What follows belongs to an exercise in optimizing a design on an open flow for small area, a short achievable clock period and few clock cycles; a production flow would make more cautious choices. The RTL was checked by simulation tests, not by an equivalence proof against the original design. Power is estimated from default activity; no workload was simulated.

**design/flow/run.sh**
```bash
#!/bin/bash
# synth_recipe.tcl (not shown) runs the flow's synth.tcl, then flattens the netlist and writes it again
# the make line also repeats each setting of config.mk as NAME=value (left out here)
make -C /OpenROAD-flow-scripts/flow DESIGN_CONFIG=/design/flow/config.mk WORK_HOME=/design/flow/orfs CLKGATE_MAP_FILE= SYNTH_SCRIPT=/design/flow/synth_recipe.tcl finish
```
**design/flow/config.mk**
```make
export PLATFORM = sky130hd
export DESIGN_NAME = sorted_set_engine
export DESIGN_NICKNAME = sorted_set_engine
export VERILOG_FILES = /design/flow/design.v
export SDC_FILE = /design/flow/constraint.sdc
export NUM_CORES = 4
export LEC_CHECK = 0
export CAP_MARGIN = 20
export CORE_MARGIN = 2
export CORE_UTILIZATION = 30
export PLACE_DENSITY = 0.35
export SLEW_MARGIN = 20
```
**design/flow/constraint.sdc**
```tcl
create_clock -name core_clock -period 6.0 [get_ports {aclk}]
set_input_delay 1.2000 -clock core_clock [delete_from_list [all_inputs] [get_ports {aclk}]]
set_output_delay 1.2000 -clock core_clock [all_outputs]
set_load 0.01 [all_outputs]
```
**design/flow/design.v**
```verilog
package sse_pkg;
    typedef enum logic [1:0] {
        OP_INSERT  = 2'd0,
        OP_DELETE  = 2'd1,
        OP_ASCEND  = 2'd2,
        OP_DESCEND = 2'd3
    } op_t;
    typedef enum logic [2:0] {
        ST_INSERTED  = 3'd0,
        ST_DUPLICATE = 3'd1,
        ST_FULL      = 3'd2,
        ST_DELETED   = 3'd3,
        ST_NOT_FOUND = 3'd4,
        ST_LISTED    = 3'd5,
        ST_EMPTY     = 3'd6
    } status_t;
    localparam int VALUE_W = 32;
endpackage
module sorted_set_engine #(
    parameter int CAPACITY = 32
) (
    input  logic        aclk,
    input  logic        aresetn,
    input  logic        s_tvalid,
    output logic        s_tready,
    input  logic [31:0] s_tdata,    
    input  logic [1:0]  s_tuser,    
    output logic        m_tvalid,
    input  logic        m_tready,
    output logic [31:0] m_tdata,    
    output logic [2:0]  m_tuser,    
    output logic        m_tlast
);
    localparam int N  = CAPACITY;
    localparam int W  = sse_pkg::VALUE_W;
    localparam int OW = $clog2(CAPACITY + 1);
    localparam int PW = $clog2(CAPACITY);
    logic signed [W-1:0] row_reg [N];
    logic signed [W-1:0] row_next [N];
    logic [OW-1:0] occ_reg;
    logic [OW-1:0] occ_next;
    logic          a_valid;
    logic [1:0]    a_op;
    logic signed [W-1:0] a_val;
    logic          c_valid;
    logic [1:0]    c_op;
    logic signed [W-1:0] c_val;
    logic [N-1:0]  c_lt;      
    logic          c_dup;     
    logic [PW-1:0] c_ptr;     
    logic [PW-1:0] c_rem;     
    logic          o_valid;
    logic [W-1:0]  o_data;
    logic [2:0]    o_user;
    logic          o_last;
    logic          k_valid;
    logic [W-1:0]  k_data;
    logic [2:0]    k_user;
    logic          k_last;
    logic          rdy_reg;
    logic full;
    logic empty;
    logic fire;
    logic c_list;
    logic do_ins;
    logic do_del;
    logic c_last;
    logic c_done;
    logic a_move;
    logic accept;
    assign full   = (occ_reg == OW'(N));
    assign empty  = (occ_reg == '0);
    assign fire   = c_valid && !(o_valid && k_valid);
    assign c_list = c_op[1];
    assign do_ins = fire && (c_op == sse_pkg::OP_INSERT) && !c_dup && !full;
    assign do_del = fire && (c_op == sse_pkg::OP_DELETE) && c_dup;
    assign c_last = !c_list || empty || (c_rem == '0);
    assign c_done = fire && c_last;
    assign a_move = a_valid && (!c_valid || c_done);
    assign accept = s_tvalid && rdy_reg;
    for (genvar i = 0; i < N; i++) begin : g_row
        logic prev_lt;
        if (i == 0) begin : g_head
            assign prev_lt = 1'b1;
        end else begin : g_body
            assign prev_lt = c_lt[i-1];
        end
        always_comb begin
            row_next[i] = row_reg[i];
            if (do_ins && !c_lt[i]) begin
                if (prev_lt) begin
                    row_next[i] = c_val;
                end else if (i > 0) begin
                    row_next[i] = row_reg[(i > 0) ? i - 1 : 0];
                end
            end else if (do_del && !c_lt[i]) begin
                if (i < N - 1) begin
                    row_next[i] = row_reg[(i < N - 1) ? i + 1 : i];
                end
            end
        end
    end
    always_comb begin
        occ_next = occ_reg;
        if (do_ins) begin
            occ_next = occ_reg + OW'(1);
        end else if (do_del) begin
            occ_next = occ_reg - OW'(1);
        end
    end
    logic [W-1:0] rd_val;
    always_comb begin
        rd_val = '0;
        for (int i = 0; i < N; i++) begin
            if (c_ptr == PW'(i)) begin
                rd_val = rd_val | row_reg[i];
            end
        end
    end
    logic [W-1:0] r_data;
    logic [2:0]   r_user;
    logic         r_last;
    always_comb begin
        r_data = c_val;
        r_last = 1'b1;
        if (c_list) begin
            if (empty) begin
                r_user = sse_pkg::ST_EMPTY;
            end else begin
                r_user = sse_pkg::ST_LISTED;
                r_data = rd_val;
                r_last = (c_rem == '0);
            end
        end else if (c_op == sse_pkg::OP_INSERT) begin
            if (c_dup) begin
                r_user = sse_pkg::ST_DUPLICATE;
            end else if (full) begin
                r_user = sse_pkg::ST_FULL;
            end else begin
                r_user = sse_pkg::ST_INSERTED;
            end
        end else begin
            r_user = c_dup ? sse_pkg::ST_DELETED : sse_pkg::ST_NOT_FOUND;
        end
    end
    logic [N-1:0] lt_raw;
    logic [N-1:0] eq_raw;
    logic [N-1:0] lt_new;
    logic         dup_new;
    logic         ca_lt;
    logic         ca_eq;
    assign ca_lt = c_val < a_val;
    assign ca_eq = (c_val == a_val);
    for (genvar i = 0; i < N; i++) begin : g_cmp
        logic prev_lt;
        if (i == 0) begin : g_head
            assign prev_lt = 1'b1;
        end else begin : g_body
            assign prev_lt = c_lt[i-1];
        end
        assign lt_raw[i] = (OW'(i) < occ_reg) && (row_reg[i] < a_val);
        assign eq_raw[i] = (OW'(i) < occ_reg) && (row_reg[i] == a_val);
        always_comb begin
            lt_new[i] = lt_raw[i];
            if (do_ins && !c_lt[i]) begin
                if (prev_lt) begin
                    lt_new[i] = ca_lt;
                end else if (i > 0) begin
                    lt_new[i] = lt_raw[(i > 0) ? i - 1 : 0];
                end
            end else if (do_del && !c_lt[i]) begin
                if (i < N - 1) begin
                    lt_new[i] = lt_raw[(i < N - 1) ? i + 1 : i];
                end else begin
                    lt_new[i] = 1'b0;
                end
            end
        end
    end
    assign dup_new = ((|eq_raw) && !(do_del && ca_eq)) || (do_ins && ca_eq);
    logic          a_valid_n;
    logic          c_valid_n;
    logic [1:0]    c_op_n;
    logic [PW-1:0] c_rem_n;
    logic          o_valid_n;
    logic          k_valid_n;
    logic          pop;
    logic          fire_n;
    logic          c_last_n;
    logic          rdy_n;
    logic [PW-1:0] occ_m1;
    assign pop    = o_valid && m_tready;
    assign occ_m1 = PW'(occ_next - OW'(1));
    always_comb begin
        a_valid_n = accept || (a_valid && !a_move);
        c_valid_n = a_move || (c_valid && !c_done);
        c_op_n    = a_move ? a_op : c_op;
        c_rem_n   = a_move ? occ_m1 : ((fire && c_list) ? c_rem - PW'(1) : c_rem);
        if (!o_valid) begin
            o_valid_n = fire;
            k_valid_n = 1'b0;
        end else if (!k_valid) begin
            o_valid_n = fire || !pop;
            k_valid_n = fire && !pop;
        end else begin
            o_valid_n = 1'b1;
            k_valid_n = !pop;
        end
        fire_n   = c_valid_n && !(o_valid_n && k_valid_n);
        c_last_n = !c_op_n[1] || (occ_next == '0) || (c_rem_n == '0);
        rdy_n    = !a_valid_n || (!c_valid_n || (fire_n && c_last_n));
    end
    always_ff @(posedge aclk) begin
        for (int k = 0; k < N; k++) begin
            row_reg[k] <= row_next[k];
        end
        if (accept) begin
            a_op  <= s_tuser;
            a_val <= s_tdata;
        end
        if (a_move) begin
            c_op  <= a_op;
            c_val <= a_val;
            c_lt  <= lt_new;
            c_dup <= dup_new;
            c_ptr <= a_op[0] ? occ_m1 : '0;
        end else if (fire && c_list) begin
            c_ptr <= c_op[0] ? c_ptr - PW'(1) : c_ptr + PW'(1);
        end
        c_rem <= c_rem_n;
        if (!o_valid || pop) begin
            if (k_valid) begin
                o_data <= k_data;
                o_user <= k_user;
                o_last <= k_last;
            end else begin
                o_data <= r_data;
                o_user <= r_user;
                o_last <= r_last;
            end
        end
        if (!k_valid) begin
            k_data <= r_data;
            k_user <= r_user;
            k_last <= r_last;
        end
    end
    always_ff @(posedge aclk) begin
        if (!aresetn) begin
            occ_reg <= '0;
            a_valid <= 1'b0;
            c_valid <= 1'b0;
            o_valid <= 1'b0;
            k_valid <= 1'b0;
            rdy_reg <= 1'b1;
        end else begin
            occ_reg <= occ_next;
            a_valid <= a_valid_n;
            c_valid <= c_valid_n;
            o_valid <= o_valid_n;
            k_valid <= k_valid_n;
            rdy_reg <= rdy_n;
        end
    end
    assign s_tready = rdy_reg;
    assign m_tvalid = o_valid;
    assign m_tdata  = o_data;
    assign m_tuser  = o_user;
    assign m_tlast  = o_last;
endmodule
```
==> summary.md, run 1 <==
| Metric | Value |
|---|---|
| # rows | approximately 200 |
| Drt first pass iters | 9 |
| Core Area | a little under 0.3 mm² |
| Die Wd | 547 µm |
| Post-DP Area | 0.0955 mm² |
| Routed WL | 539 mm |
| CTS tree | yes |
| Number of enable flip-flop cells after synthesis | between 1000 and 1500 |
| Commonest cells in the netlist | a21oi_1, nor2_1, edfxtp_1 |
| CP Capture Type | flip-flop |
| CTS Root Cell | clkbuf_16 |
| Yosys top cell by area | edfxtp_1 |
| # fillers | between 20000 and 30000 |
| GRT overflow | 0 |
| All-Layer GR Usage | between 30% and 40% |
| H-Tree Depth | 4 |
| Largest register FFs | 1024 |
| Via density per instance | 6.09 |
| DRC viols | 0 |
| Worst path max stage delay | ~730 ps |
| Antenna Violating Nets Remaining | 0 |
| Run status | complete, no violations |
| # Post-CTS Setup Buffers | 0 |
| Ys flop type | edfxtp_1 |
| Netlist Area Pre-Place | about 0.088 mm² |
| Synthesis warning total | 3 |
| Power per cell area | roughly 230 mW/mm² |
| Fin. max-slew vios | 0 |
| Placer Congestion | 0.996 |
| Clock Latency Late Sink | ~900 ps |
| Async SR Flop Fraction | 0% |
| Multi-input gate area | 0.0507 mm² |
| Fin crit share | 86.0% |
| Synth-to-Final Area Change | 14.0% |
| Initial antenna violation count | 20 |
| Clock-pin slew on the worst setup and hold paths | ~60 ps |
| Tmin final | between 5000 and 6000 ps |
| Final hold viol count | 0 |
| Reg2reg path depth | 12 |
| Lkg Pwr | a little under 40 nW |
| Cells after Synth | about 9000 |
| Internal power | between 15 and 20 mW |
| Worst-Margin Slew | between 1000 and 1500 ps |
| Sw Pwr | about 6.7 mW |
| Final Skew | between 40 and 50 ps |
| Total I/O pin count | between 70 and 80 |
| Clock Power Share | 44.9% |
| Max Fanout on Critical Path | 12 |
| Flop pwr share | 42.3% |
| Achievable clock frequency | roughly 190 MHz |
| Share of the synthesized area in the top cell type | ~40% |
| Hold WS | 449 ps |
| Vias in the first global route | roughly 74000 |
| DR iter-0 viols | slightly above 9000 |
| RSZ-0062 raised after global routing | false |
| Die height | between 500 and 600 µm |
| Routed via count | between 70000 and 80000 |
| Drt wl/cell | 42.1 µm |
| Max transition margin | between 10% and 20% |
| Count leader, synth | a21oi_1 |
| First-pass GRT wire length | approximately 700 mm |
| Starting Density | ~30% |
| Die ar. | ~0.30 mm² |
| Cells along the critical path | clkinv_1 > buf_4 > ha_1 > nand4_1 > nor4_2 > buf_2 > nand3_1 > a21oi_1 > a2111oi_0 > mux2i_1 > nor3_1 > a211o_1 |
| Synth top area cells | edfxtp_1, ha_1, mux2i_1 |
| Crit path DAT | 5790 ps |
| # hold bufs at CTS | 0 |
| Detailed Place HPWL | around 430 mm |
| Critical Path RT | between 6000 and 7000 ps |
| Port bufs | 75 |
| Nets | 9863 |
| Flip-flop and latch area | 0.0360 mm² |
| VDD IR max | 0.000178 V |
| Distinct cells, synth | 80 |
| WS Path Type | reg -> reg |
| Syn nets | 9890 |
| Longest Clk Path Bufs | 4 |
| Seq/Total Area, Yosys | 40.7% |
| Crit path launch type | flip-flop |
| Comb power frac | roughly 13% |
| Largest net degree at the start of global routing | between 60 and 70 |
| Final Setup Violations | 0 |
| Critical path's slowest cell | nor4_2 |
| Hold path depth | 0 |
| Syn avg cell area | between 10 and 15 µm² |
| Hold Crit Class | reg -> reg |
| CTS Buf Count | ~170 |
| Resized Gates After CTS | 0 |
| TritonCTS Sinks | about 1200 |
| Max cap viols | 0 |
| Layout cells sized above 1 | under 10% |
| FF+latch count, synth | between 1000 and 1500 |
| Net Sw Frac | 29.1% |
| Final Instance Area | 0.101 mm² |
-- kinds of logic (layout without fill, tap and decap cells) --
family                   Yosys count  in the layout  share of synthesized area [%]
adder cells (fa/ha/maj)         1068           1068                           15.1
multiplexers                    1053           1053                           12.0
XOR/XNOR                          23             23                          0.236
flip-flops                      1218           1218                           40.7
AO/OA/AOI/OAI                   2488           2488                           17.3
other                              0             12                              0
AND/OR/NAND/NOR                 2224           2224                           11.6
buffers and inverters            710            816                           3.03
-- through the flow --
step	setup TNS (ps)	std cells	setup slack, ps	total power [mW]	utilization, %
2_1_floorplan	0	8784	1380	11.3	-
3_3_place_gp	-99.1	12500	-62.6	12.7	32.5
3_5_place_dp	0	12500	1090	12.7	32.5
4_1_cts	0	12800	1060	23.1	34.4
5_1_grt	0	12800	759	23.5	34.4
6_report	0	12800	843	22.9	34.4
-- final timing paths --
| kind | startpoint | endpoint | slack (ps) |
|---|---|---|---|
| setup / recovery | a_val[30]$_DFFE_PP_ | c_lt[13]$_DFFE_PP_ | 840 |
| hold / removal | a_val[29]$_DFFE_PP_ | c_val[29]$_DFFE_PP_ | 450 |
| setup reg to reg | a_val[30]$_DFFE_PP_ | c_lt[13]$_DFFE_PP_ | 840 |
| hold reg to reg | a_val[29]$_DFFE_PP_ | c_val[29]$_DFFE_PP_ | 450 |
-- critical path, delay by kind of cell, from the launching register on --
family	cells	cell delay [ps]
AND/OR/NAND/NOR	4	1460
buffers and inverters	3	1320
AO/OA/AOI/OAI	3	1080
flip-flops	1	340
multiplexers	1	330
adder cells (fa/ha/maj)	1	320
-- metal layers --
metal	GRT usage [%]	vias to the layer above	share of wire, %
met5	0	-	0
met4	25.8	0	9.0
met3	3.72	1017	4.9
met2	55.1	3373	45
met1	44.0	39700	41
li1	-	34000	-
-- final cells by class --
class	count	share of cell area [%]
multi-input combinational	6856	50.2
sequential	1218	35.7
tap	3919	4.86
clock buffer	241	4.75
timing repair buffer	408	3.54
clock inverter	68	0.521
inverter	99	0.368
antenna	12	0.0298
-- cell usage in the layout, fill, tap and decap left out, drive strengths merged, types with 79 or more instances in the layout --
cell type  netlist  final
a22o            79     79
a21o           128    128
nand4          290    290
inv             98     96
a21oi         1375   1375
a221oi         113    113
edfxtp        1165   1165
nor2          1170   1170
clkbuf         521    241
buf             90    333
nand3          101    101
a22oi          229    229
mux2i          980    980
nand2          294    294
o21ai          215    215
ha            1068   1068
-- power by group through the flow --
stage	sequential (mW)	combinational, mW	clock [mW]
finish	9.69	2.94	10.3
CTS	9.69	2.88	10.5
global route	9.69	3.13	10.7
global placement	9.86	2.83	0
floorplan	9.70	1.63	0
detailed placement	9.86	2.87	0
Testbench counts, summed over its fixed seeds: cycles 12,075.
==> inputs of run 2 (changes only) <==
--- a/design/flow/config.mk
+++ b/design/flow/config.mk
@@ -8,5 +8,6 @@
 export CAP_MARGIN = 20
 export CORE_MARGIN = 2
-export CORE_UTILIZATION = 30
-export PLACE_DENSITY = 0.35
+export CORE_UTILIZATION = 45
+export PLACE_DENSITY = 0.55
+export SETUP_SLACK_MARGIN = 3.0
 export SLEW_MARGIN = 20
==> run 2 against run 1 <==
Effect of this change:
- area after synthesis stayed put
- clock skew is 7.4 ps lower
- routed wire length is 3.7% lower
- clock power is 7% lower
- power is 0.51% lower
- sequential power hardly changed
- combinational power is 21% higher
- hold slack worse by 3.4 ps
- die area is 33% lower
==> summary.md, run 2 <==
| Metric | Value |
|---|---|
| Worst-Margin Slew | roughly 1200 ps |
| Final Setup Violations | 0 |
| Worst R2R End | c_lt[24]$_DFFE_PP_ |
| Ys flop type | edfxtp_1 |
| Max cap viols | 0 |
| VDD IR max | between 0.0002 and 0.0003 V |
| Async SR Flop Fraction | 0% |
| Run status | complete, no violations |
| Most common cell after layout, fill and taps aside | a21oi_1 |
| Drt wl/cell | 43.4 µm |
| Layout cells sized above 1 | 18.3% |
| Final hold viol count | 0 |
| Crit path launch type | flip-flop |
| Final Skew | about 35 ps |
| Starting Density | between 40% and 50% |
| Clock-pin slew on the worst setup and hold paths | roughly 60 ps |
| Number of enable flip-flop cells after synthesis | 1165 |
| Syn nets | ~9900 |
| Achievable clock frequency | approximately 250 MHz |
| DR iter-0 viols | 13900 |
| Critical path's slowest cell | edfxtp_1 |
| # rows | approximately 160 |
| Routed WL | around 520 mm |
| Distinct cells, synth | 80 |
| Largest net degree at the start of global routing | between 70 and 80 |
| Commonest cells in the netlist | a21oi_1, nor2_1, edfxtp_1 |
| RSZ-0062 raised after global routing | true |
| WP depth | 9 |
| Vias in the first global route | 78100 |
| Critical Path RT | between 6000 and 7000 ps |
| Worst Setup SP | row_reg[23][13]$_DFFE_PP_ |
| Lkg Pwr | around 42 nW |
| Commonest non-fill, non-tap cells in the layout | a21oi_1, edfxtp_1, nor2_1 |
| First-pass GRT wire length | 679 mm |
| Total I/O pin count | 76 |
| Reg2Reg Setup Slack | 2040 ps |
| R2R Path Start | row_reg[23][13]$_DFFE_PP_ |
| Syn avg cell area | just over 10 µm² |
| Synthesis warning total | 3 |
| Cell mode on critical path | mux2_4 |
| CP endpoint | c_lt[24]$_DFFE_PP_ |
| Placer Congestion | approximately 1.1 |
| Count leader, synth | a21oi_1 |
| Netlist Area Pre-Place | approximately 0.088 mm² |
| Initial antenna violation count | 21 |
| CP Capture Type | flip-flop |
| WS Path Type | reg -> reg |
| Hold Crit Class | reg -> reg |
| Worst Path Buf+Inv | 0 |
| Synth top area cells | edfxtp_1, ha_1, mux2i_1 |
| All-Layer GR Usage | about half |
| Longest Clk Path Bufs | 3 |
| Fin crit share | about 66% |
| Nets | approximately 10000 |
| CTS tree | yes |
| Synth-to-Final Area Change | 22.2% |
| Antenna Violating Nets Remaining | 0 |
| Crit path DAT | around 4600 ps |
| CTS Buf Count | 152 |
| DRC viols | 0 |
| Drt first pass iters | 11 |
| H-Tree Depth | 4 |
| Cells after Synth | roughly 8800 |
| Worst path max stage delay | around 750 ps |
| Cells along the critical path | ha_4 > a21o_1 > a221o_2 > a221oi_4 > a211oi_2 > a2111oi_2 > mux2_4 > mux2_4 > a221o_1 |
| TritonCTS Sinks | 1218 |
| Seq/Total Area, Yosys | between 40% and 50% |
| Die Wd | 447 µm |
| Reg2reg path depth | 9 |
| Largest register FFs | just over 1000 |
| GRT overflow | 0 |
| Hold WS | ~450 ps |
| Max transition margin | between 15 and 20% |
| TNS Setup | 0 ps |
| Port bufs | 75 |
| Core Area | 0.195 mm² |
| Tmin final | 3960 ps |
| CP top delay family | compound AO/OA/AOI/OAI gates |
| CTS Root Cell | clkbuf_16 |
| Max Fanout on Critical Path | 4 |
| Die height | around 450 µm |
| Power per cell area | roughly 210 mW/mm² |
| Fin. max-slew vios | 0 |
| # hold bufs at CTS | 0 |
| Die ar. | approximately 0.2 mm² |
| Clock Latency Late Sink | around 850 ps |
| Routed via count | approximately 86000 |
| FF+latch count, synth | 1218 |
| Detailed Place HPWL | 364 mm |
| Via density per instance | around 7 |
| Yosys top cell by area | edfxtp_1 |
| Share of the synthesized area in the top cell type | 39.5% |
-- run 2: cell counts after synthesis --
Identical to the previous run, type by type.
-- run 2: stage by stage --
stage               utilization [%]  worst slack (ps)  total power [mW]  instance area [µm²]  instances
CTS                            53.4              2150              22.3               104000      11800
finish                         55.4              2040              22.8               108000      12000
detailed placement             48.1              1050              12.6                93900      11200
floorplan                         -              2450              11.4                89100       8784
global route                   55.4              2060              23.2               108000      12000
global placement               48.0               867              12.5                93800      11200
-- run 2: worst register-to-register path, stage by stage, from the launching register on --
cell       delay, ps
edfxtp_1         750
ha_4             320
a21o_1           180
a221o_2          500
a221oi_4         600
a211oi_2         170
a2111oi_2        280
mux2_4           360
mux2_4           270
a221o_1          300
-- run 2: cell type report --
class                           count  area [µm²]
Antenna cell                       15        37.5
Clock buffer                      200        4150
Clock inverter                     81         764
Fill cell                       17000       87100
Inverter                           99         488
Multi-Input combinational cell   6878       54400
Sequential cell                  1218       36100
Tap cell                         2624        3280
Timing Repair Buffer              857        8830
Timing Repair inverter              8        60.1
-- run 2: how the worst min path moves through the flow --
stage | from | to | slack [ps] | depth (start not counted)
after floorplan | a_val[16]$_DFFE_PP_ | c_val[16]$_DFFE_PP_ | 430 | 0
after global routing | k_data[18]$_DFF_P_ | k_data[18]$_DFF_P_ | 460 | 2
after global placement | a_val[16]$_DFFE_PP_ | c_val[16]$_DFFE_PP_ | 440 | 0
final | k_data[18]$_DFF_P_ | k_data[18]$_DFF_P_ | 450 | 2
after CTS | k_data[16]$_DFF_P_ | k_data[16]$_DFF_P_ | 460 | 2
after detailed placement | a_val[2]$_DFFE_PP_ | c_val[2]$_DFFE_PP_ | 440 | 0
-- run 2: cells by family (layout without fill, tap and decap cells) --
| group | count (synthesis) | in the layout | share of synthesized area, % |
|---|---|---|---|
| buf+inv | 710 | 1245 | 3.03 |
| other cells | 0 | 15 | 0 |
| xor+xnor | 23 | 23 | 0.236 |
| mux | 1053 | 1053 | 12.0 |
| flops | 1218 | 1218 | 40.7 |
| compound gates | 2488 | 2490 | 17.3 |
| fa+ha+maj | 1068 | 1068 | 15.1 |
| simple gates | 2224 | 2244 | 11.6 |
-- run 2: repair_timing --
item / CTS / global route
setup endpoints to repair: 1872 / 794
buffers inserted: 288 / 182
resized for setup: 511 / 415
pin swaps: 170 / 271
gates cloned: 39 / 13
-- run 2: power by group --
part | internal (mW) | switching (mW) | leakage (nW) | total, mW
Clock | 5.39 | 4.17 | 2.39 | 9.56
Combinational | 1.35 | 2.23 | 28.8 | 3.57
Sequential | 9.42 | 0.246 | 11.1 | 9.67
-- run 2: routing by layer --
layer / wire, µm / track usage, % / part of all wire (%) / vias to the layer above
li1: - / - / - / 35000
met1: 181000 / 58.4 / 35 / 42100
met2: 213000 / 72.6 / 41 / 7002
met3: 56100 / 12.1 / 11 / 2263
met4: 68700 / 49.6 / 13 / 10
met5: 255 / 0.659 / 0.049 / -

[re-timing with driven ports]
In the flow no input, the clock included, has a driving cell. The finished layouts below were timed again as built, in two steps. Step 1: set_driving_cell puts a clkbuf_16 on aclk and a buf_2 on each other input, an assumption about the parent block. Step 2 moves the port delays by t, midway between the first and last clock arrival at a register: inputs arrive t later, outputs are due t later. That takes back most of the time a late clock gives input paths. a / b / c = ideal ports / drivers / drivers and shift; a / b = the first two.
run | t, ns | setup WS [ns] | hold WS [ns] | worst setup path after step 2
run 1 | 0.977 | 0.843 / 0.843 / 0.843 | 0.449 / 0.449 / 0.449 | register to register
run 2 | 0.935 | 2.039 / 2.039 / 2.039 | 0.445 / 0.445 / 0.445 | register to register
After both steps every run listed still meets setup and hold.
